Context: an optimization exercise on an open-source flow, tuned for small area, a short achievable clock period and few clock cycles per item. The choices shown serve that exercise and are no tape-out recipe. Only simulation tests tie the RTL to the original design; equivalence was not proved. No activity file was given, so power comes from the tool's default toggle rates.

[flow/config.mk]
export PLATFORM = sky130hd
export DESIGN_NAME = height_color_map_shade
export DESIGN_NICKNAME = height_color_map_shade
export VERILOG_FILES = /design/flow/design.v
export SDC_FILE = /design/flow/constraint.sdc
export NUM_CORES = 4
export LEC_CHECK = 0
export CAP_MARGIN = 20
export CORE_MARGIN = 2
export CORE_UTILIZATION = 40
export SLEW_MARGIN = 20
[flow/run.sh]
#!/bin/bash
# synth_recipe.tcl (not shown) runs the flow's synth.tcl, then flattens the netlist and writes it again
# the make line also repeats each setting of config.mk as NAME=value (left out here)
make -C /OpenROAD-flow-scripts/flow DESIGN_CONFIG=/design/flow/config.mk WORK_HOME=/design/flow/orfs CLKGATE_MAP_FILE= SYNTH_SCRIPT=/design/flow/synth_recipe.tcl finish
[flow/constraint.sdc]
create_clock -name core_clock -period 5.0 [get_ports {clk_i}]
set_input_delay 1.0000 -clock core_clock [delete_from_list [all_inputs] [get_ports {clk_i}]]
set_output_delay 1.0000 -clock core_clock [all_outputs]
set_load 0.01 [all_outputs]
[flow/design.v]
package hcms_pkg;
  localparam int unsigned ADDR_W         = 5;    
  localparam int unsigned DATA_W         = 32;
  localparam int unsigned TABLE_SLOTS    = 7;
  localparam int unsigned NUM_W          = 14;   
  localparam int unsigned QUOT_W         = 6;    
  localparam int unsigned BITS_PER_STAGE = 2;
  localparam int unsigned DIV_STAGES     = QUOT_W / BITS_PER_STAGE;
  localparam int unsigned LATENCY        = 3 + DIV_STAGES;
  localparam logic [7:0]       TOP_LEVEL   = 8'd255;
  localparam logic [NUM_W-1:0] SHADE_DEPTH = NUM_W'(50);
  localparam logic [7:0]       PINK_RED    = 8'd255;
  localparam logic [7:0]       PINK_GREEN  = 8'd109;
  localparam logic [7:0]       PINK_BLUE   = 8'd194;
  typedef enum logic [2:0] {
    REG_ENTRY_COUNT = 3'd0,
    REG_ENTRY_ZERO  = 3'd1,
    REG_ENTRY_ONE   = 3'd2,
    REG_ENTRY_TWO   = 3'd3,
    REG_ENTRY_THREE = 3'd4,
    REG_ENTRY_FOUR  = 3'd5,
    REG_ENTRY_FIVE  = 3'd6,
    REG_ENTRY_SIX   = 3'd7
  } reg_idx_e;
  typedef struct packed {
    logic [7:0] red;
    logic [7:0] green;
    logic [7:0] blue;
  } rgb_t;
  typedef struct packed {
    logic              hit;
    rgb_t              color;
    logic [7:0]        span;
    logic [NUM_W-1:0]  rem;
    logic [QUOT_W-1:0] quot;
  } div_beat_t;
endpackage
module hcms_regs #(
  parameter int unsigned MAX_ENTRIES = 7
) (
  input  logic                              clk_i,
  input  logic                              rst_ni,
  input  logic                              psel,
  input  logic                              penable,
  input  logic                              pwrite,
  input  logic [hcms_pkg::ADDR_W-1:0]                 paddr,
  input  logic [hcms_pkg::DATA_W-1:0]                 pwdata,
  output logic [hcms_pkg::DATA_W-1:0]                 prdata,
  output logic [2:0]                        entry_count_o,
  output logic [MAX_ENTRIES-1:0][hcms_pkg::DATA_W-1:0] entries_o
);
  logic [2:0]                         count_q;
  logic [MAX_ENTRIES-1:0][hcms_pkg::DATA_W-1:0] entry_q;
  logic [2:0]                         reg_idx;
  logic                               wr_en;
  assign reg_idx = paddr[hcms_pkg::ADDR_W-1:2];
  assign wr_en   = psel & penable & pwrite;
  always_ff @(posedge clk_i or negedge rst_ni) begin
    if (!rst_ni) begin
      count_q <= '0;
      entry_q <= '0;
    end else if (wr_en) begin
      if (reg_idx == hcms_pkg::REG_ENTRY_COUNT) begin
        count_q <= pwdata[2:0];
      end
      for (int i = 0; i < MAX_ENTRIES; i++) begin
        if (reg_idx == 3'(i + 1)) begin
          entry_q[i] <= pwdata;
        end
      end
    end
  end
  always_comb begin
    prdata = '0;
    if (reg_idx == hcms_pkg::REG_ENTRY_COUNT) begin
      prdata = {{(hcms_pkg::DATA_W-3){1'b0}}, count_q};
    end
    for (int i = 0; i < MAX_ENTRIES; i++) begin
      if (reg_idx == 3'(i + 1)) begin
        prdata = entry_q[i];
      end
    end
  end
  assign entry_count_o = count_q;
  assign entries_o     = entry_q;
endmodule
module hcms_select #(
  parameter int unsigned MAX_ENTRIES = 7
) (
  input  logic                               clk_i,
  input  logic                               rst_ni,
  input  logic                               vld_i,
  input  logic [7:0]                         level_i,
  input  logic [2:0]                         entry_count_i,
  input  logic [MAX_ENTRIES-1:0][hcms_pkg::DATA_W-1:0] entries_i,
  output logic                               vld_o,
  output hcms_pkg::div_beat_t                          beat_o
);
  logic [2:0]                 used;
  logic [MAX_ENTRIES:0][7:0]  h_ext;
  logic                       run;
  logic                       hit_d;
  logic [hcms_pkg::DATA_W-1:0]          word_d;
  logic [7:0]                 next_d;
  logic                       s1_vld_q;
  logic                       s1_hit_q;
  logic [7:0]                 s1_level_q;
  logic [hcms_pkg::DATA_W-1:0]          s1_word_q;
  logic [7:0]                 s1_next_q;
  logic [7:0]                 base_h;
  logic [7:0]                 span;
  logic [7:0]                 offset;
  logic                       shade_en;
  hcms_pkg::div_beat_t                  beat_d;
  logic                       s2_vld_q;
  hcms_pkg::div_beat_t                  s2_beat_q;
  assign used = (entry_count_i > 3'(MAX_ENTRIES)) ? 3'(MAX_ENTRIES) : entry_count_i;
  always_comb begin
    for (int i = 0; i < MAX_ENTRIES; i++) begin
      h_ext[i] = entries_i[i][31:24];
    end
    h_ext[MAX_ENTRIES] = hcms_pkg::TOP_LEVEL;
  end
  always_comb begin
    run    = 1'b1;
    hit_d  = 1'b0;
    word_d = '0;
    next_d = hcms_pkg::TOP_LEVEL;
    for (int i = 0; i < MAX_ENTRIES; i++) begin
      run = run & (4'(i) < {1'b0, used}) & (level_i >= h_ext[i]);
      if (run) begin
        hit_d  = 1'b1;
        word_d = entries_i[i];
        next_d = (4'(i + 1) < {1'b0, used}) ? h_ext[i+1] : hcms_pkg::TOP_LEVEL;
      end
    end
  end
  always_ff @(posedge clk_i or negedge rst_ni) begin
    if (!rst_ni) begin
      s1_vld_q <= 1'b0;
    end else begin
      s1_vld_q <= vld_i;
    end
  end
  always_ff @(posedge clk_i) begin
    if (vld_i) begin
      s1_hit_q   <= hit_d;
      s1_level_q <= level_i;
      s1_word_q  <= word_d;
      s1_next_q  <= next_d;
    end
  end
  always_comb begin
    base_h   = s1_word_q[31:24];
    span     = s1_next_q - base_h;
    offset   = s1_level_q - base_h;
    shade_en = (s1_next_q > base_h) && (offset <= span);
    beat_d.hit         = s1_hit_q;
    beat_d.color.red   = s1_word_q[23:16];
    beat_d.color.green = s1_word_q[15:8];
    beat_d.color.blue  = s1_word_q[7:0];
    beat_d.span        = shade_en ? span : 8'd1;
    beat_d.rem         = shade_en ? (hcms_pkg::NUM_W'(span - offset) * hcms_pkg::SHADE_DEPTH) : '0;
    beat_d.quot        = '0;
  end
  always_ff @(posedge clk_i or negedge rst_ni) begin
    if (!rst_ni) begin
      s2_vld_q <= 1'b0;
    end else begin
      s2_vld_q <= s1_vld_q;
    end
  end
  always_ff @(posedge clk_i) begin
    if (s1_vld_q) begin
      s2_beat_q <= beat_d;
    end
  end
  assign vld_o  = s2_vld_q;
  assign beat_o = s2_beat_q;
endmodule
module hcms_div (
  input  logic      clk_i,
  input  logic      rst_ni,
  input  logic      vld_i,
  input  hcms_pkg::div_beat_t beat_i,
  output logic      vld_o,
  output hcms_pkg::div_beat_t beat_o
);
  localparam int unsigned BEAT_W = 1 + 24 + 8 + hcms_pkg::NUM_W + hcms_pkg::QUOT_W;
  logic [hcms_pkg::DIV_STAGES:0]             vld_q;
  logic [hcms_pkg::DIV_STAGES:0][BEAT_W-1:0] beat_q;
  assign vld_q[0]  = vld_i;
  assign beat_q[0] = beat_i;
  for (genvar st = 0; st < hcms_pkg::DIV_STAGES; st++) begin : g_stage
    hcms_pkg::div_beat_t        beat_d;
    logic [hcms_pkg::NUM_W-1:0] trial;
    always_comb begin
      beat_d = beat_q[st];
      trial  = '0;
      for (int j = 0; j < hcms_pkg::BITS_PER_STAGE; j++) begin
        trial = hcms_pkg::NUM_W'(beat_d.span) << (hcms_pkg::QUOT_W - 1 - st * hcms_pkg::BITS_PER_STAGE - j);
        if (beat_d.rem >= trial) begin
          beat_d.rem = beat_d.rem - trial;
          beat_d.quot[hcms_pkg::QUOT_W - 1 - st * hcms_pkg::BITS_PER_STAGE - j] = 1'b1;
        end
      end
    end
    always_ff @(posedge clk_i or negedge rst_ni) begin
      if (!rst_ni) begin
        vld_q[st+1] <= 1'b0;
      end else begin
        vld_q[st+1] <= vld_q[st];
      end
    end
    always_ff @(posedge clk_i) begin
      if (vld_q[st]) begin
        beat_q[st+1] <= beat_d;
      end
    end
  end
  assign vld_o  = vld_q[hcms_pkg::DIV_STAGES];
  assign beat_o = beat_q[hcms_pkg::DIV_STAGES];
endmodule
module height_color_map_shade #(
  parameter int unsigned MAX_ENTRIES = 7
) (
  input  logic              clk_i,
  input  logic              rst_ni,
  input  logic              start,
  output logic              busy,
  input  logic [7:0]        height_level_i,
  output logic              result_valid_o,
  output logic [7:0]        red_o,
  output logic [7:0]        green_o,
  output logic [7:0]        blue_o,
  output logic              table_hit_o,
  input  logic              psel,
  input  logic              penable,
  input  logic              pwrite,
  input  logic [hcms_pkg::ADDR_W-1:0] paddr,
  input  logic [hcms_pkg::DATA_W-1:0] pwdata,
  output logic [hcms_pkg::DATA_W-1:0] prdata,
  output logic              pready
);
  logic [2:0]                         entry_count;
  logic [MAX_ENTRIES-1:0][hcms_pkg::DATA_W-1:0] entries;
  logic                               in_beat;
  logic                               sel_vld;
  hcms_pkg::div_beat_t                          sel_beat;
  logic                               div_vld;
  hcms_pkg::div_beat_t                          div_beat;
  logic [7:0]                         dark;
  hcms_pkg::rgb_t                               shade_d;
  logic                               out_vld_q;
  hcms_pkg::rgb_t                               out_color_q;
  logic                               out_hit_q;
  assign busy    = 1'b0;
  assign pready  = 1'b1;
  assign in_beat = start & ~busy;
  hcms_regs #(
    .MAX_ENTRIES (MAX_ENTRIES)
  ) u_regs (
    .clk_i         (clk_i),
    .rst_ni        (rst_ni),
    .psel          (psel),
    .penable       (penable),
    .pwrite        (pwrite),
    .paddr         (paddr),
    .pwdata        (pwdata),
    .prdata        (prdata),
    .entry_count_o (entry_count),
    .entries_o     (entries)
  );
  hcms_select #(
    .MAX_ENTRIES (MAX_ENTRIES)
  ) u_select (
    .clk_i         (clk_i),
    .rst_ni        (rst_ni),
    .vld_i         (in_beat),
    .level_i       (height_level_i),
    .entry_count_i (entry_count),
    .entries_i     (entries),
    .vld_o         (sel_vld),
    .beat_o        (sel_beat)
  );
  hcms_div u_div (
    .clk_i  (clk_i),
    .rst_ni (rst_ni),
    .vld_i  (sel_vld),
    .beat_i (sel_beat),
    .vld_o  (div_vld),
    .beat_o (div_beat)
  );
  always_comb begin
    dark = 8'(div_beat.quot);
    if (div_beat.hit) begin
      shade_d.red   = (div_beat.color.red   > dark) ? div_beat.color.red   - dark : '0;
      shade_d.green = (div_beat.color.green > dark) ? div_beat.color.green - dark : '0;
      shade_d.blue  = (div_beat.color.blue  > dark) ? div_beat.color.blue  - dark : '0;
    end else begin
      shade_d.red   = hcms_pkg::PINK_RED;
      shade_d.green = hcms_pkg::PINK_GREEN;
      shade_d.blue  = hcms_pkg::PINK_BLUE;
    end
  end
  always_ff @(posedge clk_i or negedge rst_ni) begin
    if (!rst_ni) begin
      out_vld_q <= 1'b0;
    end else begin
      out_vld_q <= div_vld;
    end
  end
  always_ff @(posedge clk_i) begin
    if (div_vld) begin
      out_color_q <= shade_d;
      out_hit_q   <= div_beat.hit;
    end
  end
  assign result_valid_o = out_vld_q;
  assign red_o          = out_color_q.red;
  assign green_o        = out_color_q.green;
  assign blue_o         = out_color_q.blue;
  assign table_hit_o    = out_hit_q;
endmodule
==> notes.md <==
- Buffers inserted during clock tree synthesis total 54.
- In this run the worst hold path is classified as flop to flop.
- The run finished with no timing, DRC or antenna violations.
- Clock tree synthesis selected as its root buffer the cell sky130_fd_sc_hd__clkbuf_16.
- In the routed layout, each cell is associated on average with a via count of 5.609.
- The final layout contains 2,710 nets.
- The post-detailed-placement half-perimeter wirelength is 47,790 um.
- After synthesis, the mean cell area works out to 11.58 um^2.
- The kind of start point of the critical path is a flop.
- The number of antenna diodes is 0.
- The worst setup skew after layout is 14.01 ps.
- The hold violation total from the final report is 0.
- Synthesis produced a netlist whose cell count is 2,329.
- On the critical path, the stage with the largest delay is an instance of sky130_fd_sc_hd__fa_1.
- In this run, synthesis inferred 249 flip-flops with an integrated enable.
- The first-pass GRT wire length is 108,800 um.
- Dividing the final minimum period by the clock period gives 0.9747.
- In the global route stage, overall resource usage came out at 0.1988.
- The highest attainable clock frequency is 205.2 MHz.
- Walking the worst path, the cells encountered are ha_2 > inv_2 > fa_2 > buf_4 > fa_2 > a21o_1 > a21oi_2 > o21ai_1 > a21oi_2 > buf_4 > xnor2_1 > ha_1 > ha_1 > inv_1 > fa_1 > inv_1 > ha_1 > a21o_1 > a31oi_2 > xnor2_1 > nor2_1.
- The die covers 0.06950 mm^2.
- From bottom edge to top edge, the die measures 263.6 um.
- The clock reaches the later pin of the worst-skew pair after 610 ps.
- For this design the ratio of total power to cell area is 749.9 mW/mm^2.
- The critical setup path kind is flop to flop.
- The relative slew slack is 0.2325.
- The clock drives 482 sinks.
- The tool flagged a number of max-cap violations equal to 0.
- Setup violations remaining at the end of the flow were counted as 0.
- For this run, the leading register cell type out of synthesis is sky130_fd_sc_hd__edfxtp_1.
- The final routed wire length divided by cell count is 20.60 um.
- The synthesis-to-layout area growth is 17.14%.
- Along the worst path, the maximum fanout reaches 3.
- The total overflow left after global routing is 0.
- The cell that appears most often on the critical path is sky130_fd_sc_hd__ha_1.
- Hold is met by 412.3 ps.
- The initial antenna violation count is 3.
- The post-synthesis register bit count is 482.
- After filler insertion, the fill cell instance count of the layout stands at 5,994.
- The initial utilization of the core area, before any placement, comes to 0.4029.
- The final-report max-slew violation count is 0.
- The count of nets left with antenna violations after detail routing is 0.
- Summed over all cells, the static leakage comes to 13.26 nW.
- The total number of vias is 19,020.
- In the final layout, the share of cells above drive strength 1 is 0.2129.
- The number of standard cells in the final layout excluding fillers is 3,391.
- Yosys mapped the design onto 79 distinct sky130hd cell types.
- For this run, the number of Yosys warnings is 4.
- The number of global-route vias before repair is 19,380.
- The clock passes through at most 3 buffers.
- The violation count after the first detailed-route iteration is 1,498.
- CTS built an H-tree with a depth of 2.
- The row count is 95.
- The total power is 0.02368 W.
- The wire length reported by the detailed router is 69,840 um.
- After synthesis, the share of flip-flops with an asynchronous set or reset is 0.4834.
- Data arrives at the worst endpoint at 5210 ps.
- The count of pins on the block boundary is 111.
- The largest stage delay on the critical path is 510 ps.
- The number of DRC violations after detailed routing is 0.
- The combined area of all synthesized cells is 0.02696 mm^2.
- The worst path needs 4873 ps of the cycle, external delays included.
- For this run, the detailed router's first-pass iteration total came to 5.
- The routability congestion estimate from global placement is 0.9057.
- The number of placed instances, taps included, is 3,286.
- The number of input and output port buffers inserted is 106.
- TritonCTS built the clock tree.
- In this run the standard cell core region covers 0.06692 mm^2.
- The number of nets handed over by synthesis was 2,567.
- The die outline width is 263.6 um.
- At the pin with the least slew margin, the transition time is 1148 ps.
- The worst setup path is captured at a flop.
- Setup repair after global routing could not meet its margin everywhere.
- The clock-pin slew on the worst setup and hold paths is 60 ps.
- Entering global routing, the biggest net connects 111 pins.
- Data on the critical path is required at its endpoint by 5340 ps.
- The part of the Yosys area used for sequential elements is 0.4936.
- The largest voltage drop on the vdd net is 1.436 mV.
==> registers in the layout, summed over array words and instances, names as in the netlist <==
signal,count
u_div.vld_q,3
u_select.s1_level_q,8
u_select.s1_word_q,32
out_vld_q,1
u_select.s1_next_q,8
u_div.beat_q,129
out_hit_q,1
u_select.s2_vld_q,1
u_select.s1_vld_q,1
u_select.s1_hit_q,1
out_color_q,24
u_regs.entry_q,224
u_select.s2_beat_q,46
u_regs.count_q,3
==> metrics by stage <==
step / worst slack [ps] / instance area (um^2) / utilization / setup TNS, ps
6_report: 126.5 / 31580 / 0.4719 / 0
3_5_place_dp: -166.3 / 29510 / 0.4409 / -319.3
3_3_place_gp: -108.2 / 29510 / 0.4409 / -144.8
5_1_grt: -93.41 / 31580 / 0.4719 / -452.6
4_1_cts: 0.9264 / 31430 / 0.4696 / 0
2_1_floorplan: 139.3 / 26960 / - / 0
==> layer usage <==
layer,GRT usage,vias to the layer above,share of wire
li1,-,8808,-
met1,0.2636,9408,0.44
met2,0.3230,640,0.47
met3,0.04050,157,0.067
met4,0.07135,6,0.030
met5,0,-,0.00064
==> final timing paths <==
path | endpoint | start | depth (start not counted) | slack [ps]
hold / removal | u_div.beat_q[208]$_DFFE_PP_ | u_div.beat_q[155]$_DFFE_PP_ | 0 | 410
setup reg to reg | u_select.s2_beat_q[19]$_SDFFCE_PN0P_ | u_select.s1_word_q[24]$_DFFE_PP_ | 21 | 130
setup / recovery | u_select.s2_beat_q[19]$_SDFFCE_PN0P_ | u_select.s1_word_q[24]$_DFFE_PP_ | 21 | 130
max in group asynchronous | u_regs.entry_q[222]$_DFFE_PN0P_ | rst_ni | 2 | 3390
hold reg to reg | u_div.beat_q[208]$_DFFE_PP_ | u_div.beat_q[155]$_DFFE_PP_ | 0 | 410
min in group asynchronous | out_vld_q$_DFF_PN0_ | rst_ni | 1 | 450
==> logic make-up (layout without fill, tap and decap cells) <==
group                    Yosys count  count (layout)  synth area share
adder cells (fa/ha/maj)          187             187           0.09180
multiplexers                     330             330            0.1492
XOR/XNOR                          69              69           0.02242
AND/OR/NAND/NOR                  470             470           0.07964
flip-flops                       482             482            0.4936
AO/OA/AOI/OAI                    501             501            0.1205
buffers and inverters            288             477           0.04256
other                              2               2         0.0002786
==> area by class of cell <==
class,instances,area (um^2),area share
repair buffers,198,1877,0.05942
inverters,177,664.4,0.02104
multi-input cells,1559,12760,0.4039
clock buffers,76,1575,0.04988
well taps,873,1092,0.03459
clock inverters,26,304.0,0.009627
flip-flops and latches,482,13310,0.4216
==> report_power, final <==
| group | total [W] | internal (W) | leakage, nW | switching (W) |
|---|---|---|---|---|
| sequential | 0.00586 | 0.00531 | 5.34 | 0.000550 |
| clock | 0.00410 | 0.00246 | 0.912 | 0.00164 |
| combinational | 0.0137 | 0.00700 | 7.01 | 0.00673 |
| total | 0.0237 | 0.0148 | 13.3 | 0.00892 |
==> repair_timing <==
action / in CTS / in global routing
pin swaps: 9 / 24
buffers inserted: 0 / 3
hold buffers: 0 / 0
gates resized for setup: 15 / 26
setup endpoints to repair: 3 / 21
==> layout by cell type, fill, tap and decap left out, types with 82 or more instances in the layout <==
| master | instances |
|---|---|
| sky130_fd_sc_hd__inv_1 | 172 |
| sky130_fd_sc_hd__nand2_1 | 233 |
| sky130_fd_sc_hd__edfxtp_1 | 249 |
| sky130_fd_sc_hd__o21ai_0 | 145 |
| sky130_fd_sc_hd__dfrtp_1 | 230 |
| sky130_fd_sc_hd__clkdlybuf4s50_1 | 101 |
| sky130_fd_sc_hd__ha_1 | 161 |
| sky130_fd_sc_hd__a21oi_1 | 96 |
| sky130_fd_sc_hd__buf_4 | 82 |
| sky130_fd_sc_hd__mux2_2 | 248 |
==> synthesized netlist by cell type (34+ instances only) <==
cell / number / share of area
sky130_fd_sc_hd__ha_1: 169 / 0.078
sky130_fd_sc_hd__inv_1: 175 / 0.024
sky130_fd_sc_hd__dfrtp_1: 233 / 0.22
sky130_fd_sc_hd__xnor2_1: 50 / 0.016
sky130_fd_sc_hd__mux2_2: 248 / 0.10
sky130_fd_sc_hd__clkbuf_1: 67 / 0.0093
sky130_fd_sc_hd__mux2i_1: 45 / 0.017
sky130_fd_sc_hd__a21o_1: 42 / 0.012
sky130_fd_sc_hd__a21oi_1: 104 / 0.019
sky130_fd_sc_hd__nor2_1: 90 / 0.013
sky130_fd_sc_hd__o21ai_0: 152 / 0.028
sky130_fd_sc_hd__edfxtp_1: 249 / 0.28
sky130_fd_sc_hd__nand2_1: 234 / 0.033
sky130_fd_sc_hd__o22ai_1: 34 / 0.0079
==> worst max-delay path, delay by kind of cell (launching register included) <==
family                     cells  cell delay, ps
DFF                            1             400
xor gates and xnor gates       2             250
buffers and inverters          5             460
AOI/OAI and AO/OA              6            1010
and+or+nand+nor                1              60
adders and majority gates      7            2410
Testbench counts, summed over its fixed seeds: cycles 16,768, items 16,384.

[static timing again, ports no longer ideal]
The results above use ideal ports. As a check the final layout listed here was re-extracted and re-timed, cells and wires unchanged.
Step 1 sets driving cells, clkbuf_16 on the clock port and buf_2 on the other inputs (assumed; they add their load-dependent delay and slew).
Step 2 times the ports against the registers' clock, not the clock port: input delays grow and output delays shrink by t, the midpoint of the rising clock arrivals with the driver on.
Slacks: ideal ports / drivers / drivers and shift; pairs: ideal ports / drivers.
shift t [ns]: 0.661
slack for setup (ns): 0.127 / 0.127 / 0.127
hold WS [ns]: 0.412 / 0.412 / 0.412
slew at the worst register clock pin (ns): 0.06 / 0.06
After both steps this run still meets setup and hold. The setup slack of this run moves by 0.000 ns with the drivers and by 0.000 ns with both steps.
